Context: an optimization exercise on an open-source flow, tuned for small area, a short achievable clock period and few clock cycles. The choices shown serve that exercise and are no tape-out recipe.
In this exercise RTL edits were held to simulation tests only and were not proved equivalent to the original.
Power and IR drop assume default switching activity.

## design/flow/run.sh

```bash
#!/bin/bash
# synth_recipe.tcl (not shown) runs the flow's synth.tcl, then flattens the netlist and writes it again
# the make line also repeats each setting of config.mk as NAME=value (left out here)
make -C /OpenROAD-flow-scripts/flow DESIGN_CONFIG=/design/flow/config.mk WORK_HOME=/design/flow/orfs CLKGATE_MAP_FILE= SYNTH_SCRIPT=/design/flow/synth_recipe.tcl finish
```

## design/flow/config.mk

```make
export PLATFORM = sky130hd
export DESIGN_NAME = bgp_message_parser_unit
export DESIGN_NICKNAME = bgp_message_parser_unit
export VERILOG_FILES = /design/flow/design.v
export SDC_FILE = /design/flow/constraint.sdc
export NUM_CORES = 4
export LEC_CHECK = 0
export CAP_MARGIN = 20
export CORE_MARGIN = 2
export CORE_UTILIZATION = 40
export PLACE_DENSITY = 0.75
export SETUP_SLACK_MARGIN = 5.0
export SLEW_MARGIN = 20
export TNS_END_PERCENT = 5
```

## design/flow/constraint.sdc

```tcl
create_clock -name core_clock -period 8.5 [get_ports {clock}]
set_input_delay 1.7000 -clock core_clock [delete_from_list [all_inputs] [get_ports {clock}]]
set_output_delay 1.7000 -clock core_clock [all_outputs]
set_load 0.01 [all_outputs]
```

## design/flow/design.v

```verilog
`timescale 1ns / 1ps
package bmp_pkg;
   localparam logic [12:0] LIMIT_LEN    = 13'd4096;
   localparam logic [12:0] LIMIT_LEN_P1 = 13'd4097;
   localparam logic [5:0]  LIMIT_BITS   = 6'd32;
   localparam logic [7:0]  MARKER_BYTE  = 8'hFF;
   localparam logic [1:0] CSR_MAX_LEN   = 2'd0;
   localparam logic [1:0] CSR_MAX_BITS  = 2'd1;
   localparam logic [1:0] CSR_MIN_PLEN  = 2'd2;
   localparam logic [7:0] MT_OPEN   = 8'd1;
   localparam logic [7:0] MT_UPDATE = 8'd2;
   localparam logic [7:0] MT_LAST   = 8'd4;
   localparam logic [7:0] AT_ORIGIN  = 8'd1;
   localparam logic [7:0] AT_AS_PATH = 8'd2;
   localparam logic [7:0] AT_NHOP    = 8'd3;
   localparam logic [7:0] AT_MED     = 8'd4;
   localparam logic [7:0] AT_LPREF   = 8'd5;
   localparam logic [7:0] AT_ATOMIC  = 8'd6;
   localparam logic [7:0] AT_AGGR    = 8'd7;
   localparam logic [4:0] KIND_HEADER  = 5'd0;
   localparam logic [4:0] KIND_VERSION = 5'd1;
   localparam logic [4:0] KIND_ASN     = 5'd2;
   localparam logic [4:0] KIND_HOLD    = 5'd3;
   localparam logic [4:0] KIND_BGP_ID  = 5'd4;
   localparam logic [4:0] KIND_PARAM   = 5'd5;
   localparam logic [4:0] KIND_WDRAWN  = 5'd6;
   localparam logic [4:0] KIND_ORIGIN  = 5'd7;
   localparam logic [4:0] KIND_PATH    = 5'd8;
   localparam logic [4:0] KIND_NHOP    = 5'd9;
   localparam logic [4:0] KIND_MED     = 5'd10;
   localparam logic [4:0] KIND_LPREF   = 5'd11;
   localparam logic [4:0] KIND_ATOMIC  = 5'd12;
   localparam logic [4:0] KIND_AGGR    = 5'd13;
   localparam logic [4:0] KIND_NLRI    = 5'd14;
   localparam logic [4:0] KIND_EMPTY   = 5'd15;
   localparam logic [4:0] KIND_END     = 5'd16;
   localparam logic [3:0] ST_OK       = 4'd0;
   localparam logic [3:0] ST_MARKER   = 4'd1;
   localparam logic [3:0] ST_LENGTH   = 4'd2;
   localparam logic [3:0] ST_TYPE     = 4'd3;
   localparam logic [3:0] ST_PARAMS   = 4'd4;
   localparam logic [3:0] ST_PREFIX   = 4'd5;
   localparam logic [3:0] ST_ATOMIC   = 4'd6;
   localparam logic [3:0] ST_ATTR     = 4'd7;
   localparam logic [3:0] ST_NLRI     = 4'd8;
   localparam logic [3:0] ST_UNPARSED = 4'd9;
   localparam logic [4:0] PH_IDLE    = 5'd0;
   localparam logic [4:0] PH_MARKER  = 5'd1;
   localparam logic [4:0] PH_LEN     = 5'd2;
   localparam logic [4:0] PH_TYPE    = 5'd3;
   localparam logic [4:0] PH_O_VER   = 5'd4;
   localparam logic [4:0] PH_O_ASN   = 5'd5;
   localparam logic [4:0] PH_O_HOLD  = 5'd6;
   localparam logic [4:0] PH_O_ID    = 5'd7;
   localparam logic [4:0] PH_O_PLEN  = 5'd8;
   localparam logic [4:0] PH_O_PTYPE = 5'd9;
   localparam logic [4:0] PH_O_PLENB = 5'd10;
   localparam logic [4:0] PH_O_PVAL  = 5'd11;
   localparam logic [4:0] PH_U_WLEN  = 5'd12;
   localparam logic [4:0] PH_U_WPLEN = 5'd13;
   localparam logic [4:0] PH_U_WPFX  = 5'd14;
   localparam logic [4:0] PH_U_ALEN  = 5'd15;
   localparam logic [4:0] PH_A_FLAGS = 5'd16;
   localparam logic [4:0] PH_A_TYPE  = 5'd17;
   localparam logic [4:0] PH_A_LEN   = 5'd18;
   localparam logic [4:0] PH_V_ORIG  = 5'd19;   
   localparam logic [4:0] PH_V_NML   = 5'd20;   
   localparam logic [4:0] PH_V_AGGR  = 5'd21;   
   localparam logic [4:0] PH_AS_SEG  = 5'd22;   
   localparam logic [4:0] PH_AS_CNT  = 5'd23;   
   localparam logic [4:0] PH_AS_HI   = 5'd24;   
   localparam logic [4:0] PH_AS_LO   = 5'd25;   
   localparam logic [4:0] PH_N_PLEN  = 5'd26;
   localparam logic [4:0] PH_N_PFX   = 5'd27;
   localparam logic [4:0] PH_SKIP    = 5'd28;
   typedef struct packed {
      logic [4:0]  kind;
      logic [31:0] value;
      logic [15:0] aux;
   } rec_type;
   function automatic rec_type mk_rec(logic [4:0] kind, logic [31:0] value,
                                      logic [15:0] aux);
      rec_type r;
      r.kind  = kind;
      r.value = value;
      r.aux   = aux;
      mk_rec = r;
   endfunction
   function automatic rec_type end_rec(logic [12:0] pos, logic [7:0] mtype,
                                       logic [3:0] status);
      rec_type r;
      r.kind  = KIND_END;
      r.value = {19'd0, pos};
      r.aux   = {4'd0, status, mtype};
      end_rec = r;
   endfunction
endpackage
`timescale 1ns / 1ps
module bgp_message_parser_unit (
   input  logic        clock,
   input  logic        reset,
   input  logic        req_tvalid,
   output logic        req_tready,
   input  logic [7:0]  req_tdata,    
   input  logic        req_tuser,    
   output logic        rsp_tvalid,
   input  logic        rsp_tready,
   output logic [55:0] rsp_tdata,    
   output logic [4:0]  rsp_tuser,    
   output logic        rsp_tlast,    
   input  logic        csr_valid,
   output logic        csr_ready,
   input  logic [1:0]  csr_index,
   input  logic [12:0] csr_data
);
   logic [12:0] limp1_ff;
   logic [5:0]  blim_ff;
   logic [7:0]  min_plen_ff;
   logic        iv_ff, iv1_ff;
   logic [7:0]  ib_ff, ib1_ff;
   logic        iu_ff, iu1_ff;
   logic [4:0]  ph_ff, ph_in;
   logic [12:0] pos_ff, pos_in;      
   logic [12:0] mrem_ff, mrem_in;    
   logic [7:0]  mtype_ff, mtype_in;
   logic [31:0] acc_ff, acc_in;
   logic [11:0] bl_ff, bl_in;        
   logic [12:0] srem_ff, srem_in;    
   logic [15:0] auxr_ff, auxr_in;    
   logic [1:0]  kidx_ff, kidx_in;    
   bmp_pkg::rec_type el_rec;           
   logic        first_end;           
   logic        st_end;              
   logic [3:0]  st0, st1;            
   logic        n1, n2;              
   logic [52:0] q0_ff;               
   logic [3:0]  q0_st;               
   logic        q0_ref;              
   logic        c1_ff, c2_ff;        
   logic go;                         
   logic rsp_fire;
   assign rsp_fire  = rsp_tvalid & rsp_tready;
   assign csr_ready = 1'b1;
   always_ff @(posedge clock) begin
      if (reset) begin
         limp1_ff    <= bmp_pkg::LIMIT_LEN_P1;
         blim_ff     <= bmp_pkg::LIMIT_BITS;
         min_plen_ff <= 8'd2;
      end else if (csr_valid) begin
         case (csr_index)
            bmp_pkg::CSR_MAX_LEN:
               limp1_ff <= (csr_data > bmp_pkg::LIMIT_LEN) ? bmp_pkg::LIMIT_LEN_P1 :
                           csr_data + 13'd1;
            bmp_pkg::CSR_MAX_BITS:
               blim_ff <= (csr_data[5:0] > bmp_pkg::LIMIT_BITS) ? bmp_pkg::LIMIT_BITS :
                          csr_data[5:0];
            bmp_pkg::CSR_MIN_PLEN:
               min_plen_ff <= csr_data[7:0];
            default: ;
         endcase
      end
   end
   logic lastb, need2;
   assign lastb = (ph_ff != bmp_pkg::PH_IDLE) && (ph_ff != bmp_pkg::PH_MARKER) &&
                  (ph_ff != bmp_pkg::PH_LEN) && (mrem_ff == 13'd1);
   assign need2 = (iu_ff && ph_ff != bmp_pkg::PH_IDLE) || lastb;
   logic elp;
   always_comb begin
      case (ph_ff)
         bmp_pkg::PH_TYPE, bmp_pkg::PH_O_VER, bmp_pkg::PH_O_PLEN, bmp_pkg::PH_O_PLENB,
         bmp_pkg::PH_U_WPLEN, bmp_pkg::PH_N_PLEN, bmp_pkg::PH_V_ORIG, bmp_pkg::PH_AS_LO:
            elp = !iu_ff;
         bmp_pkg::PH_O_ASN, bmp_pkg::PH_O_HOLD, bmp_pkg::PH_U_WPFX, bmp_pkg::PH_N_PFX,
         bmp_pkg::PH_A_LEN, bmp_pkg::PH_V_NML, bmp_pkg::PH_V_AGGR:
            elp = !iu_ff && (bl_ff == 12'd1);
         default:
            elp = 1'b0;
      endcase
   end
   logic pop_ok;
   assign pop_ok = rsp_tready && !q0_ref;
   assign go = iv_ff && (!c1_ff || (!c2_ff && (pop_ok || (!need2 && !elp))) ||
                         (c2_ff && pop_ok));
   assign req_tready = !iv1_ff;
   always_ff @(posedge clock) begin
      if (reset) begin
         iv_ff  <= 1'b0;
         iv1_ff <= 1'b0;
      end else begin
         iv_ff  <= iv1_ff || (iv_ff && !go) || req_tvalid;
         iv1_ff <= iv1_ff ? !go : (iv_ff && !go && req_tvalid);
      end
   end
   always_ff @(posedge clock) begin
      if (!iv_ff || (go && !iv1_ff)) begin
         ib_ff <= req_tdata;
         iu_ff <= req_tuser;
      end else if (go) begin
         ib_ff <= ib1_ff;
         iu_ff <= iu1_ff;
      end
      if (!iv1_ff) begin
         ib1_ff <= req_tdata;
         iu1_ff <= req_tuser;
      end
   end
   logic       pe;           
   logic [4:0] pe_kind;
   logic       pe_auxb;      
   always_comb begin
      pe      = 1'b0;
      pe_kind = bmp_pkg::KIND_HEADER;
      pe_auxb = 1'b0;
      case (ph_ff)
         bmp_pkg::PH_TYPE: begin
            pe = 1'b1; pe_kind = bmp_pkg::KIND_HEADER; pe_auxb = 1'b1;
         end
         bmp_pkg::PH_O_VER: begin
            pe = 1'b1; pe_kind = bmp_pkg::KIND_VERSION;
         end
         bmp_pkg::PH_O_ASN: begin
            pe = (bl_ff == 12'd1); pe_kind = bmp_pkg::KIND_ASN;
         end
         bmp_pkg::PH_O_HOLD: begin
            pe = (bl_ff == 12'd1); pe_kind = bmp_pkg::KIND_HOLD;
         end
         bmp_pkg::PH_O_PLEN: begin
            pe = 1'b1; pe_kind = bmp_pkg::KIND_BGP_ID; pe_auxb = 1'b1;
         end
         bmp_pkg::PH_O_PLENB: begin
            pe = 1'b1; pe_kind = bmp_pkg::KIND_PARAM;
         end
         bmp_pkg::PH_U_WPLEN: begin
            pe = (ib_ff == 8'd0); pe_kind = bmp_pkg::KIND_WDRAWN; pe_auxb = 1'b1;
         end
         bmp_pkg::PH_N_PLEN: begin
            pe = (ib_ff == 8'd0); pe_kind = bmp_pkg::KIND_NLRI; pe_auxb = 1'b1;
         end
         bmp_pkg::PH_U_WPFX: begin
            pe = (bl_ff == 12'd1); pe_kind = bmp_pkg::KIND_WDRAWN;
         end
         bmp_pkg::PH_N_PFX: begin
            pe = (bl_ff == 12'd1); pe_kind = bmp_pkg::KIND_NLRI;
         end
         bmp_pkg::PH_A_LEN: begin
            pe      = (bl_ff == 12'd1) && ({acc_ff[7:0], ib_ff} == 16'd0);
            pe_kind = (auxr_ff[7:0] == bmp_pkg::AT_ATOMIC) ? bmp_pkg::KIND_ATOMIC :
                                                             bmp_pkg::KIND_EMPTY;
         end
         bmp_pkg::PH_V_ORIG: begin
            pe = 1'b1; pe_kind = bmp_pkg::KIND_ORIGIN;
         end
         bmp_pkg::PH_V_NML: begin
            pe      = (bl_ff == 12'd1);
            pe_kind = (auxr_ff[7:0] == bmp_pkg::AT_NHOP) ? bmp_pkg::KIND_NHOP :
                      (auxr_ff[7:0] == bmp_pkg::AT_MED)  ? bmp_pkg::KIND_MED :
                                                           bmp_pkg::KIND_LPREF;
         end
         bmp_pkg::PH_V_AGGR: begin
            pe = (bl_ff == 12'd1); pe_kind = bmp_pkg::KIND_AGGR;
         end
         bmp_pkg::PH_AS_LO: begin
            pe = 1'b1; pe_kind = bmp_pkg::KIND_PATH;
         end
         default: ;
      endcase
   end
   function automatic logic nb_ge(logic [7:0] b, logic [12:0] x);
      nb_ge = (x == 13'd0) || (x == 13'd1 && b != 8'd0) || (x == 13'd2 && b > 8'd8) ||
              (x == 13'd3 && b > 8'd16) || (x == 13'd4 && b > 8'd24);
   endfunction
   always_comb begin : decode
      logic [7:0]  b;
      logic [11:0] bln;
      logic [12:0] sremn;
      logic [31:0] acc_sh;
      logic [31:0] acc_pf;
      logic [31:0] accx;       
      logic        clr;        
      logic [15:0] v;          
      logic        v_ge;       
      logic [3:0]  nb;
      logic        bl1;
      logic        lenknown;
      logic        ok;
      logic [4:0]  ph_ok;      
      logic        er;         
      logic [3:0]  er_st;
      logic        bnd;        
      logic [3:0]  bnd_st;
      logic        mk_bad;     
      b        = ib_ff;
      bln      = bl_ff - 12'd1;
      sremn    = srem_ff - 13'd1;
      bl1      = (bl_ff == 12'd1);
      lenknown = (ph_ff != bmp_pkg::PH_IDLE) && (ph_ff != bmp_pkg::PH_MARKER) &&
                 (ph_ff != bmp_pkg::PH_LEN);
      acc_sh   = {acc_ff[23:0], b};
      acc_pf   = acc_ff;
      case (kidx_ff)
         2'd0:    acc_pf[31:24] = b;
         2'd1:    acc_pf[23:16] = b;
         2'd2:    acc_pf[15:8]  = b;
         default: acc_pf[7:0]   = b;
      endcase
      v  = acc_sh[15:0];
      nb = (b == 8'd0) ? 4'd0 : (b <= 8'd8) ? 4'd1 : (b <= 8'd16) ? 4'd2 :
           (b <= 8'd24) ? 4'd3 : 4'd4;
      v_ge = (v >= {3'd0, srem_ff});
      ph_ok    = ph_ff;
      pos_in   = pos_ff + 13'd1;
      mrem_in  = mrem_ff - 13'd1;
      mtype_in = mtype_ff;
      accx     = acc_ff;
      clr      = 1'b0;
      bl_in    = bl_ff;
      srem_in  = srem_ff;
      auxr_in  = auxr_ff;
      kidx_in  = kidx_ff;
      ok       = 1'b0;
      er       = 1'b0;
      er_st    = bmp_pkg::ST_OK;
      case (ph_ff)
         bmp_pkg::PH_MARKER: begin
            if (b != bmp_pkg::MARKER_BYTE) begin
               er = 1'b1; er_st = bmp_pkg::ST_MARKER;
            end else if (pos_ff == 13'd15) begin
               ph_ok   = bmp_pkg::PH_LEN;
               bl_in   = 12'd2;
               srem_in = limp1_ff;
               clr   = 1'b1;
            end
         end
         bmp_pkg::PH_LEN: begin
            accx  = acc_sh;
            bl_in = bln;
            if (bl1) begin
               if (v < 16'd19 || v_ge) begin
                  er = 1'b1; er_st = bmp_pkg::ST_LENGTH;
               end else begin
                  mrem_in = v[12:0] - 13'd18;
                  ph_ok   = bmp_pkg::PH_TYPE;
               end
            end
         end
         bmp_pkg::PH_TYPE: begin
            mtype_in = b;
            clr      = 1'b1;
            auxr_in  = 16'd0;
            srem_in  = (mrem_ff < 13'd4) ? 13'd0 : mrem_ff - 13'd4;
            if (b < bmp_pkg::MT_OPEN || b > bmp_pkg::MT_LAST) begin
               er = 1'b1; er_st = bmp_pkg::ST_TYPE;
            end else begin
               bl_in   = 12'd2;
               if (b == bmp_pkg::MT_OPEN)        ph_ok = bmp_pkg::PH_O_VER;
               else if (b == bmp_pkg::MT_UPDATE) ph_ok = bmp_pkg::PH_U_WLEN;
               else                              ph_ok = bmp_pkg::PH_SKIP;
            end
         end
         bmp_pkg::PH_O_VER: begin
            srem_in = sremn;
            accx    = acc_sh;
            clr     = 1'b1;
            ph_ok   = bmp_pkg::PH_O_ASN;
            bl_in   = 12'd2;
         end
         bmp_pkg::PH_O_ASN, bmp_pkg::PH_O_HOLD: begin
            if (ph_ff == bmp_pkg::PH_O_HOLD) srem_in = sremn;
            accx  = acc_sh;
            bl_in = bln;
            if (bl1) begin
               ph_ok   = (ph_ff == bmp_pkg::PH_O_ASN) ? bmp_pkg::PH_O_HOLD : bmp_pkg::PH_O_ID;
               bl_in   = (ph_ff == bmp_pkg::PH_O_ASN) ? 12'd2 : 12'd4;
               clr     = 1'b1;
            end
         end
         bmp_pkg::PH_O_ID: begin
            srem_in = sremn;
            accx    = acc_sh;
            bl_in   = bln;
            if (bl1) ph_ok = bmp_pkg::PH_O_PLEN;
         end
         bmp_pkg::PH_O_PLEN: begin
            clr = 1'b1;
            if (b < min_plen_ff) begin
               er = 1'b1; er_st = bmp_pkg::ST_PARAMS;
            end else if ({5'd0, b} != srem_ff) begin
               er = 1'b1; er_st = bmp_pkg::ST_LENGTH;
            end else begin
               srem_in = {5'd0, b};
               ph_ok   = bmp_pkg::PH_O_PTYPE;
            end
         end
         bmp_pkg::PH_O_PTYPE: begin
            if (srem_ff < 13'd2) begin
               er = 1'b1; er_st = bmp_pkg::ST_PARAMS;
            end else begin
               srem_in = sremn;
               auxr_in = {8'd0, b};
               ph_ok   = bmp_pkg::PH_O_PLENB;
            end
         end
         bmp_pkg::PH_O_PLENB: begin
            accx    = acc_sh;
            clr     = 1'b1;
            srem_in = sremn;
            if ({5'd0, b} >= srem_ff) begin
               er = 1'b1; er_st = bmp_pkg::ST_PARAMS;
            end else begin
               bl_in   = {4'd0, b};
               ph_ok   = (b == 8'd0) ? bmp_pkg::PH_O_PTYPE : bmp_pkg::PH_O_PVAL;
            end
         end
         bmp_pkg::PH_O_PVAL: begin
            srem_in = sremn;
            bl_in   = bln;
            if (bl1) ph_ok = bmp_pkg::PH_O_PTYPE;
         end
         bmp_pkg::PH_U_WLEN: begin
            accx  = acc_sh;
            bl_in = bln;
            if (bl1) begin
               clr     = (v == 16'd0);
               srem_in = (v == 16'd0) ? mrem_in : v[12:0];
               bl_in   = 12'd2;
               if (v_ge) begin
                  er = 1'b1; er_st = bmp_pkg::ST_NLRI;
               end else begin
                  ph_ok = (v == 16'd0) ? bmp_pkg::PH_U_ALEN : bmp_pkg::PH_U_WPLEN;
               end
            end
         end
         bmp_pkg::PH_U_WPLEN, bmp_pkg::PH_N_PLEN: begin
            accx    = 32'd0;
            auxr_in = {8'd0, b};
            bl_in   = {8'd0, nb};
            kidx_in = 2'd0;
            if (ph_ff == bmp_pkg::PH_U_WPLEN) srem_in = sremn;
            if (b > {2'd0, blim_ff}) begin
               er = 1'b1; er_st = bmp_pkg::ST_PREFIX;
            end else if (ph_ff == bmp_pkg::PH_U_WPLEN && nb_ge(b, srem_ff)) begin
               er = 1'b1; er_st = bmp_pkg::ST_PREFIX;
            end else if (ph_ff == bmp_pkg::PH_N_PLEN && nb_ge(b, mrem_ff)) begin
               er = 1'b1; er_st = bmp_pkg::ST_NLRI;
            end else if (nb == 4'd0) begin
               if (ph_ff == bmp_pkg::PH_U_WPLEN && srem_ff == 13'd1) begin
                  ph_ok   = bmp_pkg::PH_U_ALEN;
                  bl_in   = 12'd2;
                  srem_in = mrem_in;
               end
            end else begin
               ph_ok = (ph_ff == bmp_pkg::PH_U_WPLEN) ? bmp_pkg::PH_U_WPFX :
                                                        bmp_pkg::PH_N_PFX;
            end
         end
         bmp_pkg::PH_U_WPFX, bmp_pkg::PH_N_PFX: begin
            if (ph_ff == bmp_pkg::PH_U_WPFX) srem_in = sremn;
            accx    = acc_pf;
            kidx_in = kidx_ff + 2'd1;
            bl_in   = bln;
            if (bl1) begin
               clr     = 1'b1;
               bl_in   = 12'd2;
               if (ph_ff == bmp_pkg::PH_U_WPFX && srem_ff == 13'd1) srem_in = mrem_in;
               if (ph_ff == bmp_pkg::PH_N_PFX)  ph_ok = bmp_pkg::PH_N_PLEN;
               else if (srem_ff == 13'd1)       ph_ok = bmp_pkg::PH_U_ALEN;
               else                             ph_ok = bmp_pkg::PH_U_WPLEN;
            end
         end
         bmp_pkg::PH_U_ALEN: begin
            accx    = acc_sh;
            bl_in   = bln;
            srem_in = sremn;
            if (bl1) begin
               srem_in = v[12:0];
               if (v_ge) begin
                  er = 1'b1; er_st = bmp_pkg::ST_NLRI;
               end else begin
                  ph_ok = (v == 16'd0) ? bmp_pkg::PH_N_PLEN : bmp_pkg::PH_A_FLAGS;
               end
            end
         end
         bmp_pkg::PH_A_FLAGS: begin
            srem_in = sremn;
            bl_in   = b[4] ? 12'd2 : 12'd1;
            if (srem_ff < (b[4] ? 13'd4 : 13'd3)) begin
               er = 1'b1; er_st = bmp_pkg::ST_ATTR;
            end else begin
               ph_ok = bmp_pkg::PH_A_TYPE;
            end
         end
         bmp_pkg::PH_A_TYPE: begin
            srem_in = sremn;
            auxr_in = {8'd0, b};
            clr     = 1'b1;
            ph_ok   = bmp_pkg::PH_A_LEN;
         end
         bmp_pkg::PH_A_LEN: begin
            srem_in = sremn;
            accx    = acc_sh;
            bl_in   = bln;
            if (bl1) begin
               bl_in = v[11:0];
               clr   = 1'b1;
               if (v_ge) begin
                  er = 1'b1; er_st = bmp_pkg::ST_ATTR;
               end else if (v == 16'd0) begin
                  ph_ok   = (srem_ff == 13'd1) ? bmp_pkg::PH_N_PLEN : bmp_pkg::PH_A_FLAGS;
               end else if (auxr_ff[7:0] == bmp_pkg::AT_ATOMIC) begin
                  er = 1'b1; er_st = bmp_pkg::ST_ATOMIC;
               end else begin
                  case (auxr_ff[7:0])
                     bmp_pkg::AT_ORIGIN:  ok = (v == 16'd1);
                     bmp_pkg::AT_AS_PATH: ok = (v != 16'd1);
                     bmp_pkg::AT_NHOP,
                     bmp_pkg::AT_MED,
                     bmp_pkg::AT_LPREF:   ok = (v == 16'd4);
                     bmp_pkg::AT_AGGR:    ok = (v == 16'd6);
                     default:             ok = 1'b0;
                  endcase
                  if (!ok) begin
                     er = 1'b1; er_st = bmp_pkg::ST_ATTR;
                  end else begin
                     case (auxr_ff[7:0])
                        bmp_pkg::AT_ORIGIN:  ph_ok = bmp_pkg::PH_V_ORIG;
                        bmp_pkg::AT_AS_PATH: ph_ok = bmp_pkg::PH_AS_SEG;
                        bmp_pkg::AT_AGGR:    ph_ok = bmp_pkg::PH_V_AGGR;
                        default:             ph_ok = bmp_pkg::PH_V_NML;
                     endcase
                  end
               end
            end
         end
         bmp_pkg::PH_V_ORIG, bmp_pkg::PH_V_NML, bmp_pkg::PH_V_AGGR, bmp_pkg::PH_AS_SEG,
         bmp_pkg::PH_AS_CNT, bmp_pkg::PH_AS_HI, bmp_pkg::PH_AS_LO: begin
            srem_in = sremn;
            bl_in   = bln;
            accx    = acc_sh;
            case (ph_ff)
               bmp_pkg::PH_V_ORIG: begin
               end
               bmp_pkg::PH_V_NML: begin
               end
               bmp_pkg::PH_V_AGGR: begin
                  if (bl_ff == 12'd5) begin
                     auxr_in = acc_sh[15:0];
                     clr     = 1'b1;
                  end
               end
               bmp_pkg::PH_AS_SEG: begin
                  auxr_in = {8'd0, b};
                  ph_ok   = bmp_pkg::PH_AS_CNT;
               end
               bmp_pkg::PH_AS_CNT: begin
                  clr   = 1'b1;
                  ph_ok = bmp_pkg::PH_AS_HI;
                  if ({3'd0, b, 1'b1} != bl_ff) begin
                     er = 1'b1; er_st = bmp_pkg::ST_ATTR;
                  end
               end
               bmp_pkg::PH_AS_HI: begin
                  ph_ok = bmp_pkg::PH_AS_LO;
               end
               default: begin   
                  clr     = 1'b1;
                  ph_ok   = bmp_pkg::PH_AS_HI;
               end
            endcase
            if (bl1) ph_ok = (srem_ff == 13'd1) ? bmp_pkg::PH_N_PLEN : bmp_pkg::PH_A_FLAGS;
         end
         default: ;
      endcase
      acc_in = clr ? 32'd0 : accx;
      bnd    = lastb && !er;
      bnd_st = (ph_ok == bmp_pkg::PH_O_PTYPE || ph_ok == bmp_pkg::PH_N_PLEN) ?
               bmp_pkg::ST_OK :
               (ph_ok == bmp_pkg::PH_SKIP) ? bmp_pkg::ST_UNPARSED : bmp_pkg::ST_LENGTH;
      ph_in  = (er || bnd) ? bmp_pkg::PH_IDLE : ph_ok;
      el_rec.kind  = pe_kind;
      el_rec.value = accx;
      el_rec.aux   = pe_auxb ? {8'd0, b} : auxr_ff;
      first_end    = er || !pe;
      st0          = er ? er_st : bnd_st;
      st1          = bnd_st;
      st_end       = 1'b0;
      n1           = er || pe || lastb;
      n2           = pe && lastb && !er;
      mk_bad = (b != bmp_pkg::MARKER_BYTE);
      if (iu_ff) begin
         ph_in    = mk_bad ? bmp_pkg::PH_IDLE : bmp_pkg::PH_MARKER;
         pos_in   = 13'd1;
         mtype_in = 8'd0;
         first_end = 1'b1;
         st_end    = (ph_ff != bmp_pkg::PH_IDLE);
         st0       = st_end ? bmp_pkg::ST_LENGTH : bmp_pkg::ST_MARKER;
         st1       = bmp_pkg::ST_MARKER;
         n1        = st_end || mk_bad;
         n2        = st_end && mk_bad;
      end
      if (!go) begin
         n1 = 1'b0;
         n2 = 1'b0;
      end
   end
   always_ff @(posedge clock) begin
      if (reset) begin
         ph_ff <= bmp_pkg::PH_IDLE;
      end else if (go) begin
         ph_ff <= ph_in;
      end
   end
   always_ff @(posedge clock) begin
      if (go && (iu_ff || ph_ff != bmp_pkg::PH_IDLE)) pos_ff <= pos_in;
   end
   always_ff @(posedge clock) begin
      if (go) begin
         mrem_ff  <= mrem_in;
         mtype_ff <= mtype_in;
         acc_ff   <= acc_in;
         bl_ff    <= bl_in;
         srem_ff  <= srem_in;
         auxr_ff  <= auxr_in;
         kidx_ff  <= kidx_in;
      end
   end
   always_ff @(posedge clock) begin
      if (reset) begin
         c1_ff <= 1'b0;
         c2_ff <= 1'b0;
      end else begin
         c1_ff <= c2_ff || (c1_ff && !rsp_fire) || n1;
         c2_ff <= (c2_ff && !rsp_fire) || ((c2_ff || (c1_ff && !rsp_fire)) && n1) || n2;
      end
   end
   logic [3:0]  q1_st;
   logic        q0_free;
   bmp_pkg::rec_type end_ff;
   assign end_ff  = bmp_pkg::end_rec(pos_ff, mtype_ff, 4'd0);
   assign q0_free = !c1_ff || (!c2_ff && rsp_fire);
   always_ff @(posedge clock) begin
      if (q0_free) begin
         q0_ff  <= iu_ff ? end_ff : el_rec;
         q0_ref <= iu_ff ? !st_end : first_end;
         q0_st  <= first_end ? st0 : 4'd0;
      end else if (rsp_fire || q0_ref) begin
         q0_ff  <= end_ff;
         q0_ref <= 1'b0;
         if (rsp_fire) q0_st <= q1_st;
      end
      if (q0_free) begin
         q1_st <= st1;
      end else if (!c2_ff || rsp_fire) begin
         q1_st <= st0;
      end
   end
   bmp_pkg::rec_type head;
   assign head       = q0_ff;
   assign rsp_tvalid = c1_ff && !q0_ref;
   assign rsp_tuser  = head.kind;
   assign rsp_tlast  = head.kind[4];
   assign rsp_tdata  = {4'd0, q0_st, head.aux, head.value};
endmodule
```

==> summary.txt, run 1 <==
* Status: finished clean
* FFs w/ async S/R, synth at 0%
* Kind of critical path: reg -> reg
* Post-Syn Area at 0.0151 mm2
* Post-Synthesis Cells at 1731
* Slew Limit Fails at 0
* Residual DRC at 0
* HP Class: reg -> reg
* Startpoint Class: flip-flop
* Pint at 2.00 mW
* PnR worst setup slack at 4.79 ns
* Starting Density at 40.4%
* PD cells at 148 mW/mm2
* # IOs at 94
* Distinct cells, synth at 83
* Clk network pwr share at 42.0%
* Fraction of layout cells with a size suffix above 1 at 11.9%
* Root Driver: clkbuf_16
* Worst setup slack after placement at 3.65 ns
* Fill count at 3586
* Final setup vio count at 0
* 1st-pass router iterations at 7
* FF-to-FF Start: ph_ff[3]
* Total routed wirelength at 52900 um
* Port bufs at 88
* Worst Clk Skew at 0.0141 ns
* Crit-path max cell delay at 0.54 ns
* Flop pwr share at 47.4%
* CP most frequent cell: nand2_1
* Predominant post-synthesis flop cell: edfxtp_1
* WHS Endpoint: min_plen_ff[0]
* Placed Instance Area at 0.0165 mm2
* Synth area leader: edfxtp_1
* Post-CTS Hold Buffers at 0
* Top cell type's share of synthesized area at 37.5%
* Worst endpoint required time at 8.94 ns
* Largest net degree at the start of global routing at 65
* Vias per cell at 6.17
* Reg2Reg Setup Slack at 4.79 ns
* Worst skew pair latency at 0.58 ns
* Core area at 0.0375 mm2
* Post-route cell area at 0.0181 mm2
* Reg clk slew, reported paths at 0.06 ns
* Register bit count reported by yosys at 225
* Cts bufs inserted at 27
* Syn-to-layout area delta at 19.8%
* Worst-margin pin slew at 1.08 ns
* Slew headroom at 27.2%
* First-pass GRT wire length at 80700 um
* Die Y-Extent at 199 um
* # Max-Cap Violations at 0
* Arrival time at the worst endpoint at 4.15 ns
* Worst reg-to-reg path cell count at 12
* Detailed Place HPWL at 36900 um
* Max H-tree Level at 1
* Diodes inserted at 0
* Lkg Pwr at 6.67 nW
* Largest cells by area after synthesis: edfxtp_1, nor2_1, dfxtp_1, ha_1, nand2_1
* Fmax at 0.269 GHz
* CP endpoint kind: flip-flop
* CTS tree: done
* Final Hold Fails at 0
* Synth Warn # at 1
* Initial DRC Count at 1792
* RSZ-0062 raised after global routing: true
* Comb pwr share at 10.6%
* Clock Sinks at 225
* NetSw at 684 uW
* Die footprint at 0.0394 mm2
* CP Cell Sequence: buf_4, nand2_1, nor2_1, nand2_2, nor4_1, nand2_1, o211ai_1, a21oi_1, and2_1, o2111a_1, o31ai_2, a22o_1
* Post-synth EDFFs at 189
* Initial antenna violation count at 0
* Hold Crit Depth at 2
* IR drop worst, VDD at 162 uV
* CP max stage cell: nor2_1
* Remaining antenna violation count after routing at 0
* Vias in the first global route at 13768
* Grt total ovfl at 0
* Fin crit period at 3.71 ns
* FF-to-FF End: q0_st[1]
* Routed length per instance at 22.6 um
* Sequential area share after synthesis at 42.2%
* Vias post-DR at 14400
* Switching Fraction at 25.5%
* GRT Total Usage at 26.5%
* Die W at 199 um
* Total chip power at 2.68 mW
* GP Congestion at 1.06
* Bufs on Longest Clock Path at 3
* Hold path start: min_plen_ff[0]
* Final period utilization at 43.7%
* Num rows at 71
* Synth Area per Inst at 8.75 um2
* Maximum fanout along the worst path at 52
* Setup TNS at 0 ns
* Nets at 1883
## state kept, by name, indices dropped and copies added (netlist names), 5 cells and up
register,count
acc_ff,32
auxr_ff,16
bl_ff,12
blim_ff,6
ib1_ff,8
ib_ff,8
limp1_ff,13
min_plen_ff,8
mrem_ff,13
mtype_ff,8
ph_ff,5
pos_ff,13
q0_ff,53
srem_ff,13
## worst max path at each step
stage / startpoint / to / slack, ns / cells after the start
finish: ph_ff[3] / q0_st[1] / 4.79 / 12
global route: ib_ff[5] / q1_st[1] / 4.67 / 12
floorplan: ib_ff[0] / q0_st[1] / 4.83 / 15
detailed placement: rsp_tready / ph_ff[0] / 3.65 / 9
CTS: iv1_ff / req_tready / 4.91 / 2
global placement: rsp_tready / ph_ff[0] / 3.73 / 9
## cell usage after synthesis, types with 25 or more instances
cell,count
a21oi_1,114
a22oi_1,28
and2_1,25
and3_1,28
clkbuf_1,96
dfxtp_1,36
edfxtp_1,189
ha_1,50
inv_1,64
nand2_1,164
nand3_1,35
nor2_1,249
nor3_1,54
nor4_1,26
o21ai_0,105
xnor2_1,58
xor2_1,38
## cell families after synthesis
| logic type | share of synthesized area [%] |
|---|---|
| simple gates | 21.3 |
| compound gates | 19.6 |
| flops | 42.2 |
| buf+inv | 4.84 |
| xor+xnor | 5.55 |
| fa+ha+maj | 4.26 |
| mux | 2.16 |
| other cells | 0.0496 |
## power by group through the flow
stage	clock network, mW	registers, mW	logic [mW]
6_report	1.13	1.27	0.283
5_1_grt	1.18	1.28	0.305
4_1_cts	1.14	1.27	0.278
3_5_place_dp	0	1.30	0.258
3_3_place_gp	0	1.29	0.252
2_1_floorplan	0	1.29	0.140
## final cells by class
class	instances	area [um2]	share of cell area (%)
flip-flops and latches	225	6400	35.3
repair buffers	160	1500	8.25
inverters	66	269	1.48
well taps	511	639	3.52
repair inverters	3	22.5	0.124
clock buffers	35	768	4.24
multi-input cells	1321	8450	46.6
clock inverters	14	92.6	0.510
## through the flow
step | std cells | hold WS (ns) | util, %
2_1_floorplan | 1734 | 0.454 | -
3_3_place_gp | 2241 | 0.468 | 44.0
3_5_place_dp | 2241 | 0.487 | 44.1
4_1_cts | 2331 | 0.503 | 48.2
5_1_grt | 2335 | 0.538 | 48.4
6_report | 2335 | 0.502 | 48.4
## critical path, delay by kind of cell, from the launching register on
| kind | cells | cell delay [ns] |
|---|---|---|
| buffers and inverters | 1 | 0.45 |
| DFF | 1 | 0.31 |
| and+or+nand+nor | 6 | 1.75 |
| AOI/OAI and AO/OA | 5 | 1.06 |
## metal layers
layer  track usage [%]  vias up  share of wire, %
met3              5.32      171                11
met2              41.9      876                44
li1                  -     6511                 -
met5                 0        -                 0
met1              35.2     6842                40
met4              11.7        0               4.6
## layout by cell type, fill, tap and decap left out, types with 23 or more instances in the layout
master           Yosys  routed
a21oi_1            114     107
xnor2_1             58      58
inv_1               64      60
nor2_1             249     238
clkbuf_16            0      29
a222oi_1            24      24
buf_4                6      60
edfxtp_1           189     189
o21ai_0            105     102
and3_1              28      28
ha_1                50      50
dfxtp_1             36      34
nor3_1              54      50
nand3_1             35      34
xor2_1              38      38
and2_1              25      23
clkdlybuf4s50_1      0      88
a22oi_1             28      28
nand2_1            164     160
## timing repair
action / CTS / global route
setup endpoints to repair: 244 / 238
gates cloned: 4 / 0
pin swaps: 24 / 3
setup buffers: 37 / 4
resized for setup: 91 / 7
Testbench counts, summed over its fixed seeds: cycles 123,666.
==> run 2: changes to the inputs <==
--- a/design/flow/config.mk
+++ b/design/flow/config.mk
@@ -9,3 +9,3 @@
 export CORE_MARGIN = 2
-export CORE_UTILIZATION = 40
+export CORE_UTILIZATION = 50
 export PLACE_DENSITY = 0.75
==> run 2 against run 1 <==
Largest cell class unchanged; worst hold slack lost 0.0067 ns; cell count decreased by 4.9%; highest routed layer unchanged; non-clock buffer count up 11; count of clock-buffer cells in the layout down 8; clock power about the same; utilization rose by 13 points; synthesized cell count stayed put; clock skew grew 0.0025 ns; register-to-register slack gained 0.07 ns; global-route usage rose by 6.3 points; still clean.
==> summary.txt, run 2 <==
* Startpoint Class: flip-flop
* Final period utilization at 42.8%
* Bufs on Longest Clock Path at 3
* Residual DRC at 0
* Worst reg-to-reg path cell count at 12
* HP Class: reg -> reg
* Num rows at 63
* Initial DRC Count at 2216
* Vias per cell at 6.58
* Worst Clk Skew at 0.0165 ns
* Distinct cells, synth at 83
* Port bufs at 88
* Synth area leader: edfxtp_1
* Nets at 1892
* Hold Crit Depth at 2
* Diodes inserted at 0
* Commonest cells after routing, fill and taps aside: nor2_1, edfxtp_1, nand2_1
* PD cells at 147 mW/mm2
* CTS tree: done
* Maximum fanout along the worst path at 4
* Final hold slack at 0.495 ns
* Setup TNS at 0 ns
* RSZ-0062 raised after global routing: true
* FFs w/ async S/R, synth at 0%
* Worst endpoint required time at 8.91 ns
* # IOs at 94
* Final setup vio count at 0
* Synth Warn # at 1
* Clock Sinks at 225
* Slew headroom at 27.9%
* IR drop worst, VDD at 146 uV
* Kind of critical path: reg -> reg
* Syn-to-layout area delta at 19.8%
* Grt total ovfl at 0
* Max H-tree Level at 1
* Worst setup path endpoint: c2_ff
* GP Congestion at 1.02
* Commonest non-fill, non-tap cell in the layout: nor2_1
* Total routed wirelength at 53100 um
* Final Hold Fails at 0
* Status: finished clean
* Sequential Area at 0.00640 mm2
* Predominant post-synthesis flop cell: edfxtp_1
* Remaining antenna violation count after routing at 0
* Reg clk slew, reported paths at 0.06 ns
* 1st-pass router iterations at 9
* Slew Limit Fails at 0
* Worst setup path startpoint: auxr_ff[3]
* Synth Area per Inst at 8.75 um2
* Fraction of layout cells with a size suffix above 1 at 12.8%
* Register bit count reported by yosys at 225
* Vias post-DR at 14603
* CP endpoint kind: flip-flop
* Largest cells by area after synthesis: edfxtp_1, nor2_1, dfxtp_1, ha_1, nand2_1
* Register with the most flip-flops: q0_ff
* Sequential area share after synthesis at 42.2%
* Fin crit period at 3.64 ns
* Root Driver: clkbuf_16
* First-pass GRT wire length at 79800 um
* Core area at 0.0297 mm2
* Commonest cells post-synth: nor2_1, edfxtp_1, nand2_1, a21oi_1, o21ai_0
* Routed length per instance at 23.9 um
* Biggest regs: q0_ff (53), acc_ff (32), auxr_ff (16)
* Post-synth EDFFs at 189
* Arrival time at the worst endpoint at 4.05 ns
* Initial antenna violation count at 0
* Count leader, synth: nor2_1
* FF-to-FF End: c2_ff
* # Max-Cap Violations at 0
* GRT Total Usage at 32.8%
* Cts bufs inserted at 25
* Total chip power at 2.66 mW
* Post-Synthesis Cells at 1731
* Fill count at 2511
* Max reg flops at 53
* Die footprint at 0.0317 mm2
* Starting Density at 51.0%
* FF-to-FF Start: auxr_ff[3]
* Multi-input combinational cell area at 0.00856 mm2
* Post-Syn Area at 0.0151 mm2
* Largest net degree at the start of global routing at 65
* Die Y-Extent at 178 um
* Top cell type's share of synthesized area at 37.5%
* Worst skew pair latency at 0.54 ns
* Detailed Place HPWL at 36300 um
* Lkg Pwr at 6.73 nW
* Fmax at 0.275 GHz
* Die W at 178 um
* Worst-margin pin slew at 1.08 ns
* Vias in the first global route at 13588
* Reg2Reg Setup Slack at 4.86 ns
run 2: cell counts after synthesis:
Identical to the previous run, type by type.
run 2: worst min-delay path by stage:
stage               slack [ns]             end           start
detailed placement        0.48      blim_ff[4]      blim_ff[4]
finish                    0.49  min_plen_ff[7]  min_plen_ff[7]
CTS                       0.50      blim_ff[4]      blim_ff[4]
global route              0.52  min_plen_ff[1]  min_plen_ff[1]
floorplan                 0.45  min_plen_ff[1]  min_plen_ff[1]
global placement          0.47      blim_ff[4]      blim_ff[4]
run 2: report_power, final:
| group | internal, mW | total [mW] | switching [mW] |
|---|---|---|---|
| Clock | 0.634 | 1.10 | 0.464 |
| Sequential | 1.24 | 1.27 | 0.0271 |
| Combinational | 0.118 | 0.295 | 0.176 |
| Total | 1.99 | 2.66 | 0.668 |
run 2: logic make-up after synthesis:
family,synth area share [%]
simple gates,21.3
compound gates,19.6
flops,42.2
buf+inv,4.84
xor+xnor,5.55
fa+ha+maj,4.26
mux,2.16
other cells,0.0496
run 2: cell type report:
cell class,instances,area share [%]
multi-input cells,1321,47.2
flip-flops and latches,225,35.3
repair buffers,171,8.79
clock buffers,27,3.49
well taps,390,2.69
inverters,66,1.45
clock inverters,17,1.02
repair inverters,3,0.124
run 2: critical path, stage by stage, from the launching register on:
cell	delay, ns
edfxtp_1	0.38
or4_4	0.59
or4b_4	0.54
mux2_4	0.35
o41ai_4	0.29
buf_4	0.21
nor2_4	0.04
o21ba_4	0.19
nor4_4	0.19
nand2_2	0.18
o311ai_4	0.32
a211o_1	0.18
o31ai_2	0.06
run 2: timing repair:
action | 4_1_cts | 5_1_grt
setup buffers | 29 | 19
hold buffers | 0 | 0
resized for setup | 76 | 38
setup endpoints to repair | 239 | 252
cloned | 3 | 1
hold endpoints to repair | 0 | 0
pin swaps | 22 | 21
run 2: per-stage QoR:
step / area, um2 / util [%] / worst slack, ns / std cells
finish: 18100 / 61.0 / 4.86 / 2220
global route: 18100 / 61.0 / 4.76 / 2220
floorplan: 15200 / - / 4.83 / 1734
CTS: 17800 / 59.9 / 4.91 / 2200
global placement: 16400 / 55.2 / 3.77 / 2124
detailed placement: 16400 / 55.2 / 3.68 / 2124
run 2: routing by layer:
layer / wire length, um / vias to the layer above / global-route usage (%)
li1: - / 6503 / -
met1: 20800 / 6919 / 45.7
met2: 23400 / 1007 / 50.3
met3: 6420 / 174 / 5.88
met4: 2520 / 0 / 13.8
met5: 0 / - / 0
==> run 3: changes to the inputs <==
--- a/design/flow/config.mk
+++ b/design/flow/config.mk
@@ -10,2 +10,3 @@
 export CORE_UTILIZATION = 50
+export CTS_BUF_LIST = sky130_fd_sc_hd__clkbuf_4 sky130_fd_sc_hd__clkbuf_8
 export PLACE_DENSITY = 0.75
==> run 3 against run 2 <==
Still clean on timing, DRC and antenna; synthesized cell count stayed put; worst setup slack worse by 0.033 ns; cell area is 0.19% higher; total power is 4.2% lower; clock skew is 0.023 ns higher; largest power group unchanged.
==> summary.txt, run 3 <==
* Worst-margin pin slew at 1.04 ns
* RSZ-0062 raised after global routing: true
* HP Class: reg -> reg
* Root Driver: clkbuf_8
* Reg clk slew, reported paths at 0.06 ns
* Commonest cells after routing, fill and taps aside: nor2_1, edfxtp_1, nand2_1
* First-pass GRT wire length at 80800 um
* Commonest non-fill, non-tap cell in the layout: nor2_1
* Nets at 1912
* Initial DRC Count at 2208
* Total routed wirelength at 54100 um
* Routed length per instance at 24.0 um
* FFs w/ async S/R, synth at 0%
* Worst reg-to-reg path cell count at 13
* Adder-cell share of the synthesized area at 4.26%
* PnR worst setup slack at 4.83 ns
* Die footprint at 0.0317 mm2
* Status: finished clean
* Starting Density at 51.0%
* Startpoint Class: flip-flop
* Placed Instance Area at 0.0164 mm2
* Largest cells by area after synthesis: edfxtp_1, nor2_1, dfxtp_1, ha_1, nand2_1
* Num rows at 63
* Worst Clk Skew at 0.0397 ns
* Compound-Gate Fraction of Synth Area at 19.6%
* Top cell type's share of synthesized area at 37.5%
* # IOs at 94
* Worst setup path endpoint: q1_st[1]
* CTS tree: done
* Distinct cells, synth at 83
* Synth Area per Inst at 8.75 um2
* Maximum fanout along the worst path at 44
* Core area at 0.0297 mm2
* Cts bufs inserted at 39
* Initial antenna violation count at 0
* Slew headroom at 30.6%
* Final Hold Fails at 0
* Register bit count reported by yosys at 225
* Multiplexer share of the synthesized area at 2.16%
* Fin crit period at 3.67 ns
* Post-synth EDFFs at 189
* Vias post-DR at 14770
* Sequential area share after synthesis at 42.2%
* FF-to-FF Start: ph_ff[1]
* Final hold slack at 0.496 ns
* Grt total ovfl at 0
* GRT Total Usage at 33.4%
* Setup TNS at 0 ns
* Syn-to-layout area delta at 20.0%
* Post-CTS Hold Buffers at 0
* GP Congestion at 1.02
* Residual DRC at 0
* Bufs on Longest Clock Path at 3
* CP endpoint kind: flip-flop
* 1st-pass router iterations at 14
* Largest net degree at the start of global routing at 65
* # Max-Cap Violations at 0
* Remaining antenna violation count after routing at 0
* Port bufs at 88
* Lkg Pwr at 6.77 nW
* Post-Synthesis Cells at 1731
* Synth area leader: edfxtp_1
* Main combinational cell family by area after synthesis: simple AND/OR/NAND/NOR gates
* FF-to-FF End: q1_st[1]
* Clock Sinks at 225
* Vias per cell at 6.56
* Commonest cells post-synth: nor2_1, edfxtp_1, nand2_1, a21oi_1, o21ai_0
* Final setup vio count at 0
* PD cells at 140 mW/mm2
* IR drop worst, VDD at 95.9 uV
* Post-route cell area at 0.0182 mm2
* Kind of critical path: reg -> reg
* Synth Warn # at 1
* Post-Syn Area at 0.0151 mm2
* Fraction of layout cells with a size suffix above 1 at 14.3%
* Slew Limit Fails at 0
* Worst setup slack after placement at 3.68 ns
* Die W at 178 um
* Worst setup path startpoint: ph_ff[1]
* Final period utilization at 43.2%
* Arrival time at the worst endpoint at 4.10 ns
* Simple-gate share of the synthesized area at 21.3%
* Count leader, synth: nor2_1
* Vias in the first global route at 13803
* Max reg flops at 53
* Register with the most flip-flops: q0_ff
* Max H-tree Level at 2
* Reg2Reg Setup Slack at 4.83 ns
* Biggest regs: q0_ff (53), acc_ff (32), auxr_ff (16)
* Detailed Place HPWL at 36300 um
* Die Y-Extent at 178 um
* Diodes inserted at 0
* Predominant post-synthesis flop cell: edfxtp_1
* Worst skew pair latency at 0.57 ns
* Fmax at 0.272 GHz
* Synth Area in XOR/XNOR at 5.55%
* Worst endpoint required time at 8.93 ns
==> run 3: power by group <==
group | total (mW) | internal, mW | switching (mW)
combinational | 0.303 | 0.124 | 0.180
sequential | 1.27 | 1.24 | 0.0273
clock | 0.976 | 0.515 | 0.462
total | 2.55 | 1.88 | 0.669
==> run 3: worst min path at each step <==
stage / start / end / cells after the start
floorplan: min_plen_ff[1] / min_plen_ff[1] / 2
global placement: blim_ff[4] / blim_ff[4] / 2
detailed placement: blim_ff[4] / blim_ff[4] / 2
CTS: blim_ff[4] / blim_ff[4] / 2
global route: min_plen_ff[7] / min_plen_ff[7] / 2
finish: blim_ff[4] / blim_ff[4] / 2
==> run 3: timing repair <==
item	CTS	global route
pin swaps	29	16
hold endpoints to repair	0	0
gates resized for setup	86	32
buffers inserted	40	13
cloned	4	1
endpoints found under the setup margin	238	241
==> run 3: worst max-delay path: stages, from the launching register on <==
cell        delay, ns
dfxtp_1          0.32
buf_6            0.33
clkinvlp_4       0.21
nor2_1           0.28
buf_4            0.24
o21ai_0          0.10
a2111o_1         0.42
buf_4            0.18
a31oi_2          0.31
a41oi_4          0.20
and2_1           0.20
o2111a_1         0.26
o31ai_2          0.29
a22o_1           0.17
==> run 3: area by class of cell <==
cell class | instances | area (um2)
clock buffer | 56 | 677
clock inverter | 15 | 75.1
fill | 2509 | 11500
inverter | 66 | 263
multi-input combinational | 1321 | 8590
sequential | 225 | 6400
tap | 390 | 488
timing repair buffer | 177 | 1660
timing repair inverter | 3 | 22.5
==> run 3: metrics by stage <==
stage | total power, mW | util (%) | std cells
CTS | 2.54 | 60.2 | 2239
global route | 2.63 | 61.2 | 2253
global placement | 1.55 | 55.2 | 2124
finish | 2.55 | 61.2 | 2253
floorplan | 1.44 | - | 1734
detailed placement | 1.56 | 55.2 | 2124
==> run 3: cells by family after synthesis <==
group,after synthesis
muxes,31
DFF,225
adders and majority gates,52
AOI/OAI and AO/OA,448
and+or+nand+nor,688
xor gates and xnor gates,96
buffers and inverters,189
other,2
==> run 3: metal layers <==
metal	wire length (um)	GRT usage, %
met5	0	0
met2	23900	50.8
met3	6430	6.48
met1	21200	46.0
met4	2550	15.0
==> run 4: changes to the inputs <==
--- a/design/flow/config.mk
+++ b/design/flow/config.mk
@@ -10,4 +10,3 @@
 export CORE_UTILIZATION = 50
-export CTS_BUF_LIST = sky130_fd_sc_hd__clkbuf_4 sky130_fd_sc_hd__clkbuf_8
-export PLACE_DENSITY = 0.75
+export PLACE_DENSITY = 0.85
 export SETUP_SLACK_MARGIN = 5.0
==> run 4 against run 3 <==
Register-to-register slack worse by 0.04 ns; first-iteration DRC count is 23% higher; clock power is 17% higher; worst hold slack hardly changed; count of clock-buffer cells in the layout is 29 lower; critical path type unchanged; still clean on timing, DRC and antenna; clock skew is 0.023 ns lower; synthesized cell count stayed put; synthesized area stayed put; cell area is 0.81% higher; worst setup slack worse by 0.042 ns.
==> summary.txt, run 4 <==
* Status: finished clean
* IR drop worst, VDD at 171 uV
* Distinct cells, synth at 83
* Sequential Area at 0.00640 mm2
* Total routed wirelength at 56300 um
* Num rows at 63
* HP Class: reg -> reg
* RSZ-0062 raised after global routing: true
* WHS Endpoint: min_plen_ff[6]
* FF-to-FF Start: ph_ff[3]
* Switching Fraction at 25.5%
* Residual DRC at 0
* Hold path start: min_plen_ff[6]
* Diodes inserted at 0
* Comb pwr share at 11.4%
* CTS tree: done
* Commonest non-fill, non-tap cell in the layout: nor2_1
* Vias in the first global route at 13826
* Vias per cell at 6.77
* PD cells at 149 mW/mm2
* Synth area leader: edfxtp_1
* Commonest cells after routing, fill and taps aside: nor2_1, edfxtp_1, nand2_1
* FF-to-FF End: q0_st[1]
* Synth Warn # at 1
* Maximum fanout along the worst path at 53
* FFs w/ async S/R, synth at 0%
* GP Congestion at 1.04
* Starting Density at 51.0%
* Fmax at 0.269 GHz
* Die footprint at 0.0317 mm2
* Final period utilization at 43.7%
* Final Hold Fails at 0
* Pint at 2.03 mW
* PnR worst setup slack at 4.78 ns
* Syn-to-layout area delta at 21.0%
* Flop pwr share at 46.7%
* Nets at 1900
* Worst endpoint required time at 8.92 ns
* Slew headroom at 36.4%
* Clk network pwr share at 41.9%
* Bufs on Longest Clock Path at 3
* Worst Clk Skew at 0.0170 ns
* Routed length per instance at 25.2 um
* Reg2Reg Setup Slack at 4.78 ns
* Post-Synthesis Cells at 1731
* # Max-Cap Violations at 0
* Grt total ovfl at 0
* Reg clk slew, reported paths at 0.06 ns
* Fraction of layout cells with a size suffix above 1 at 13.8%
* First-pass GRT wire length at 82000 um
* Final hold slack at 0.495 ns
* Multi-input combinational cell area at 0.00863 mm2
* Post-Syn Area at 0.0151 mm2
* Vias post-DR at 15097
* Initial DRC Count at 2709
* Synth Area per Inst at 8.75 um2
* Initial antenna violation count at 0
* Register with the most flip-flops: q0_ff
* Die Y-Extent at 178 um
* Worst-margin pin slew at 0.954 ns
* Top cell type's share of synthesized area at 37.5%
* Sequential area share after synthesis at 42.2%
* Die W at 178 um
* Fin crit period at 3.72 ns
* Commonest cells post-synth: nor2_1, edfxtp_1, nand2_1, a21oi_1, o21ai_0
* Worst reg-to-reg path cell count at 11
* Arrival time at the worst endpoint at 4.13 ns
* Max reg flops at 53
* GRT Total Usage at 34.0%
* # IOs at 94
* Detailed Place HPWL at 37100 um
* Count leader, synth: nor2_1
* Lkg Pwr at 6.79 nW
* Root Driver: clkbuf_16
* Final setup vio count at 0
* Setup TNS at 0 ns
* Worst setup slack after placement at 3.72 ns
* Fill count at 2439
* Kind of critical path: reg -> reg
* NetSw at 694 uW
* Cts bufs inserted at 25
* Biggest regs: q0_ff (53), acc_ff (32), auxr_ff (16)
* Post-synth EDFFs at 189
* Largest net degree at the start of global routing at 65
* CP endpoint kind: flip-flop
* Hold Crit Depth at 2
* Port bufs at 88
* Max H-tree Level at 1
* Remaining antenna violation count after routing at 0
* 1st-pass router iterations at 9
* Slew Limit Fails at 0
* Register bit count reported by yosys at 225
* Largest cells by area after synthesis: edfxtp_1, nor2_1, dfxtp_1, ha_1, nand2_1
* Core area at 0.0297 mm2
* Clock Sinks at 225
* Worst skew pair latency at 0.55 ns
* Predominant post-synthesis flop cell: edfxtp_1
* Startpoint Class: flip-flop
[run 4: cell counts after synthesis]
Identical to the previous run, type by type.
[run 4: per-layer routing]
layer	GRT usage, %	share of wire (%)
met1	46.0	37
met2	52.1	44
met3	7.46	13
met4	15.9	5.8
met5	0	0
[run 4: layout make-up]
| type | instances | area share, % |
|---|---|---|
| multi-input cells | 1322 | 47.1 |
| clock buffers | 27 | 3.46 |
| flip-flops and latches | 225 | 34.9 |
| clock inverters | 18 | 1.09 |
| repair buffers | 178 | 9.21 |
| inverters | 66 | 1.45 |
| repair inverters | 3 | 0.123 |
| well taps | 390 | 2.66 |
[run 4: critical path: stages, from the launching register on]
cell,delay [ns]
dfxtp_1,0.31
buf_4,0.50
nor2b_1,0.55
nand4_1,0.15
a2111o_1,0.39
and4_1,0.26
o211ai_1,0.30
a21oi_2,0.13
and2_1,0.18
o2111a_1,0.26
o31ai_2,0.33
a22o_1,0.18
[run 4: cell families after synthesis]
logic type,share of synthesized area (%)
fa+ha+maj,4.26
simple gates,21.3
xor+xnor,5.55
buf+inv,4.84
other cells,0.0496
compound gates,19.6
mux,2.16
flops,42.2
[run 4: worst max-delay path by stage]
stage	startpoint	end	slack, ns	cells after the start
after floorplan	ib_ff[0]	q0_st[1]	4.83	15
after global placement	rsp_tready	ph_ff[0]	3.83	9
after detailed placement	rsp_tready	ph_ff[0]	3.72	9
after CTS	auxr_ff[7]	q0_st[1]	4.93	11
after global routing	ib_ff[4]	q1_st[0]	4.72	11
final	ph_ff[3]	q0_st[1]	4.78	11
[run 4: power by group through the flow]
stage / combinational [mW] / clock, mW / sequential, mW
final: 0.311 / 1.14 / 1.27
after floorplan: 0.140 / 0 / 1.29
after global routing: 0.327 / 1.18 / 1.27
after detailed placement: 0.261 / 0 / 1.30
after CTS: 0.289 / 1.14 / 1.27
after global placement: 0.253 / 0 / 1.29
[run 4: repair_timing]
action / in CTS / in global routing
endpoints found under the setup margin: 236 / 242
hold buffers: 0 / 0
gates resized for setup: 80 / 53
setup buffers: 36 / 25
pin swaps: 24 / 16
gates cloned: 3 / 3
[run 4: stage by stage]
step / utilization (%) / instance area (um2) / power [mW] / std cells
2_1_floorplan: - / 15200 / 1.44 / 1734
3_3_place_gp: 55.0 / 16300 / 1.55 / 2117
3_5_place_dp: 55.0 / 16300 / 1.56 / 2117
4_1_cts: 60.0 / 17800 / 2.70 / 2201
5_1_grt: 61.7 / 18300 / 2.78 / 2229
6_report: 61.7 / 18300 / 2.72 / 2229
==> run 5: changes to the inputs <==
--- a/design/flow/design.v
+++ b/design/flow/design.v
@@ -281,2 +281,3 @@
       logic        v_ge;       
+      logic        hz;         
       logic [3:0]  nb;
@@ -308,3 +309,5 @@
            (b <= 8'd24) ? 4'd3 : 4'd4;
-      v_ge = (v >= {3'd0, srem_ff});
+      hz   = (acc_ff[7:0] == 8'd0);
+      v_ge = (acc_ff[7:0] > {3'd0, srem_ff[12:8]}) ||
+             (acc_ff[7:0] == {3'd0, srem_ff[12:8]} && b >= srem_ff[7:0]);
       ph_ok    = ph_ff;
@@ -337,3 +340,3 @@
             if (bl1) begin
-               if (v < 16'd19 || v_ge) begin
+               if ((hz && b < 8'd19) || v_ge) begin
                   er = 1'b1; er_st = bmp_pkg::ST_LENGTH;
@@ -422,4 +425,4 @@
             if (bl1) begin
-               clr     = (v == 16'd0);
-               srem_in = (v == 16'd0) ? mrem_in : v[12:0];
+               clr     = (hz && b == 8'd0);
+               srem_in = (hz && b == 8'd0) ? mrem_in : v[12:0];
                bl_in   = 12'd2;
@@ -428,3 +431,3 @@
                end else begin
-                  ph_ok = (v == 16'd0) ? bmp_pkg::PH_U_ALEN : bmp_pkg::PH_U_WPLEN;
+                  ph_ok = (hz && b == 8'd0) ? bmp_pkg::PH_U_ALEN : bmp_pkg::PH_U_WPLEN;
                end
@@ -478,3 +481,3 @@
                end else begin
-                  ph_ok = (v == 16'd0) ? bmp_pkg::PH_N_PLEN : bmp_pkg::PH_A_FLAGS;
+                  ph_ok = (hz && b == 8'd0) ? bmp_pkg::PH_N_PLEN : bmp_pkg::PH_A_FLAGS;
                end
@@ -506,3 +509,3 @@
                   er = 1'b1; er_st = bmp_pkg::ST_ATTR;
-               end else if (v == 16'd0) begin
+               end else if (hz && b == 8'd0) begin
                   ph_ok   = (srem_ff == 13'd1) ? bmp_pkg::PH_N_PLEN : bmp_pkg::PH_A_FLAGS;
@@ -512,8 +515,8 @@
                   case (auxr_ff[7:0])
-                     bmp_pkg::AT_ORIGIN:  ok = (v == 16'd1);
-                     bmp_pkg::AT_AS_PATH: ok = (v != 16'd1);
+                     bmp_pkg::AT_ORIGIN:  ok = (hz && b == 8'd1);
+                     bmp_pkg::AT_AS_PATH: ok = !(hz && b == 8'd1);
                      bmp_pkg::AT_NHOP,
                      bmp_pkg::AT_MED,
-                     bmp_pkg::AT_LPREF:   ok = (v == 16'd4);
-                     bmp_pkg::AT_AGGR:    ok = (v == 16'd6);
+                     bmp_pkg::AT_LPREF:   ok = (hz && b == 8'd4);
+                     bmp_pkg::AT_AGGR:    ok = (hz && b == 8'd6);
                      default:             ok = 1'b0;
--- a/design/flow/config.mk
+++ b/design/flow/config.mk
@@ -9,4 +9,4 @@
 export CORE_MARGIN = 2
-export CORE_UTILIZATION = 50
-export PLACE_DENSITY = 0.85
+export CORE_UTILIZATION = 40
+export PLACE_DENSITY = 0.75
 export SETUP_SLACK_MARGIN = 5.0
==> run 5 against run 4 <==
Cell area decreased by 0.61%; critical endpoint unchanged; non-clock buffer count decreased by 22; first-iteration DRC count decreased by 38%; highest routed layer unchanged; total power increased by 9.6%; sequential share of layout area increased by 0.22 points; sequential power increased by 5%.
==> summary.txt, run 5 <==
* Synth Area in XOR/XNOR at 5.07%
* Residual DRC at 0
* Adder-cell share of the synthesized area at 4.22%
* Maximum fanout along the worst path at 6
* Bufs on Longest Clock Path at 3
* Register with the most flip-flops: q0_ff
* Nets at 1882
* Worst endpoint required time at 8.81 ns
* Commonest cells after routing, fill and taps aside: edfxtp_1, nand2_1, nor2_1
* Post-synth EDFFs at 189
* Final period utilization at 48.1%
* Biggest regs: q0_ff (53), acc_ff (32), auxr_ff (16)
* Fmax at 0.245 GHz
* Worst-margin pin slew at 0.970 ns
* Final setup vio count at 0
* Arrival time at the worst endpoint at 4.40 ns
* 1st-pass router iterations at 7
* Switching Fraction at 26.8%
* Commonest cells post-synth: edfxtp_1, nand2_1, nor2_1, a21oi_1, o21ai_0
* Post-route cell area at 0.0182 mm2
* Reg clk slew, reported paths at 0.06 ns
* Simple-gate share of the synthesized area at 20.4%
* Main combinational cell family by area after synthesis: compound AO/OA/AOI/OAI gates
* Status: finished clean
* Clock Sinks at 225
* Syn-to-layout area delta at 18.5%
* CTS tree: done
* Flop pwr share at 44.5%
* Cts bufs inserted at 25
* Fin crit period at 4.09 ns
* Core area at 0.0378 mm2
* Largest cells by area after synthesis: edfxtp_1, dfxtp_1, nand2_1, a21oi_1, nor2_1
* Synth Warn # at 1
* Distinct cells, synth at 82
* Metal-1 WL at 22400 um
* Commonest non-fill, non-tap cell in the layout: edfxtp_1
* PD cells at 164 mW/mm2
* Count leader, synth: edfxtp_1
* Die Y-Extent at 200 um
* Register bit count reported by yosys at 225
* Comb pwr share at 15.6%
* Total chip power at 2.98 mW
* Max reg flops at 53
* RSZ-0062 raised after global routing: true
* IR drop worst, VDD at 146 uV
* NetSw at 800 uW
* Post-CTS Hold Buffers at 0
* Initial antenna violation count at 1
* Setup TNS at 0 ns
* Worst Clk Skew at 0.0282 ns
* Vias post-DR at 14623
* Pint at 2.18 mW
* Slew headroom at 35.3%
* Num rows at 71
* Placed Instance Area at 0.0167 mm2
* GRT Total Usage at 27.9%
* Max H-tree Level at 1
* HP Class: reg -> reg
* Grt total ovfl at 0
* Multiplexer share of the synthesized area at 2.83%
* Root Driver: clkbuf_16
* Kind of critical path: reg -> reg
* Remaining antenna violation count after routing at 0
* Post-Syn Area at 0.0154 mm2
* Vias in the first global route at 13914
* Synth Area per Inst at 8.80 um2
* Routed length per instance at 24.3 um
* Vias per cell at 6.27
* Startpoint Class: flip-flop
* Top cell type's share of synthesized area at 36.9%
* # Max-Cap Violations at 0
* Clk network pwr share at 39.8%
* # IOs at 94
* Diodes inserted at 0
* Final Hold Fails at 0
* Starting Density at 40.7%
* FFs w/ async S/R, synth at 0%
* Predominant post-synthesis flop cell: edfxtp_1
* GP Congestion at 1.03
* Die W at 200 um
* Worst skew pair latency at 0.57 ns
* First-pass GRT wire length at 84400 um
* Sequential area share after synthesis at 41.6%
* Detailed Place HPWL at 39600 um
* DR WL met2 at 25900 um
* Port bufs at 88
* Met3 WL at 5680 um
* Lkg Pwr at 6.45 nW
* Synth area leader: edfxtp_1
* CP endpoint kind: flip-flop
* Compound-Gate Fraction of Synth Area at 20.9%
* Highest routed layer: met4
* Total routed wirelength at 56800 um
* Largest net degree at the start of global routing at 64
* Fraction of layout cells with a size suffix above 1 at 10.5%
* Initial DRC Count at 1686
* Post-Synthesis Cells at 1746
* Slew Limit Fails at 0
* Die footprint at 0.0400 mm2
-- run 5: layout make-up --
cell class,instances,area (um2)
fill,3544,19500
multi-input combinational,1335,8540
sequential,225,6400
timing repair buffer,156,1500
clock buffer,28,647
tap,511,639
clock inverter,18,246
inverter,59,244
-- run 5: path summary, 6_finish.rpt --
| check | from | to | slack, ns | depth (start not counted) |
|---|---|---|---|---|
| min | min_plen_ff[1] | min_plen_ff[1] | 0.51 | 2 |
| min reg2reg | min_plen_ff[1] | min_plen_ff[1] | 0.51 | 2 |
| max reg2reg | ib_ff[4] | q0_st[1] | 4.41 | 11 |
| max | ib_ff[4] | q0_st[1] | 4.41 | 11 |
-- run 5: through the flow --
stage / hold WS (ns) / std cells / util, % / setup slack [ns]
floorplan: 0.452 / 1749 / - / 4.72
global placement: 0.470 / 2259 / 44.3 / 3.46
detailed placement: 0.484 / 2259 / 44.3 / 3.28
CTS: 0.505 / 2309 / 47.2 / 4.45
global route: 0.519 / 2332 / 48.2 / 4.35
finish: 0.505 / 2332 / 48.2 / 4.41
-- run 5: worst max-delay path, cell delays in order (launching register included) --
cell and delay [ns]:
edfxtp_1 0.44, buf_12 0.17, or4_4 0.60, or4_4 0.53, or4_4 0.47, o211ai_2 0.10
o2111ai_2 0.16, or4_4 0.46, or3_1 0.36, mux2_2 0.28, o21ai_2 0.15, a211oi_1 0.10
-- run 5: routing by layer --
layer / vias to the layer above / global-route usage (%)
met3: 164 / 5.33
li1: 6563 / -
met5: - / 0
met2: 895 / 44.8
met1: 7001 / 36.5
met4: 0 / 12.8
-- run 5: cell families after synthesis --
| logic type | count (synthesis) |
|---|---|
| AND/OR/NAND/NOR | 646 |
| AO/OA/AOI/OAI | 501 |
| flip-flops | 225 |
| buffers and inverters | 189 |
| XOR/XNOR | 89 |
| adder cells (fa/ha/maj) | 52 |
| multiplexers | 42 |
| other | 2 |
-- run 5: power groups by stage --
| stage | Sequential, mW | Combinational, mW | Clock, mW |
|---|---|---|---|
| after floorplan | 1.35 | 0.231 | 0 |
| after global placement | 1.35 | 0.417 | 0 |
| after detailed placement | 1.35 | 0.427 | 0 |
| after CTS | 1.33 | 0.439 | 1.20 |
| after global routing | 1.34 | 0.504 | 1.24 |
| final | 1.33 | 0.466 | 1.19 |
-- run 5: timing repair --
item                       in CTS  in global routing
pin swaps                       2                 11
resized for setup              31                 44
buffers inserted                3                 21
setup endpoints to repair     237                185
cloned                          1                  2
Testbench counts of run 5, summed over its fixed seeds: cycles 123,666.

-- separate check: timing with driven ports --
Ports are ideal in the flow. The routed layouts listed here were re-timed in OpenROAD. Step 1, drivers: a clkbuf_16 drives clock and a buf_2 each remaining input, both assumed. Step 2 moves the port delays by t, midway between the first and last clock arrival at a register: inputs arrive t later, outputs are due t later. That takes back most of the time a late clock gives input paths. Slacks: ideal ports / drivers / drivers and shift; pairs: ideal ports / drivers.
run	t (ns)	setup WS [ns]	hold slack, ns	slew at the worst register clock pin (ns)
run 1	0.624	4.789 / 4.789 / 4.326	0.502 / 0.502 / 0.502	0.07 / 0.07
run 2	0.585	4.860 / 4.860 / 4.352	0.495 / 0.495 / 0.495	0.08 / 0.08
run 3	0.590	4.827 / 4.827 / 4.337	0.496 / 0.496 / 0.496	0.07 / 0.07
run 4	0.595	4.785 / 4.785 / 4.452	0.495 / 0.495 / 0.495	0.07 / 0.07
run 5	0.611	4.415 / 4.415 / 4.311	0.505 / 0.505 / 0.505	0.07 / 0.07
After both steps setup and hold are still met in every run listed. For run 2, which loses most, drivers alone change the setup slack by 0.000 ns; drivers and shift together by -0.508 ns.
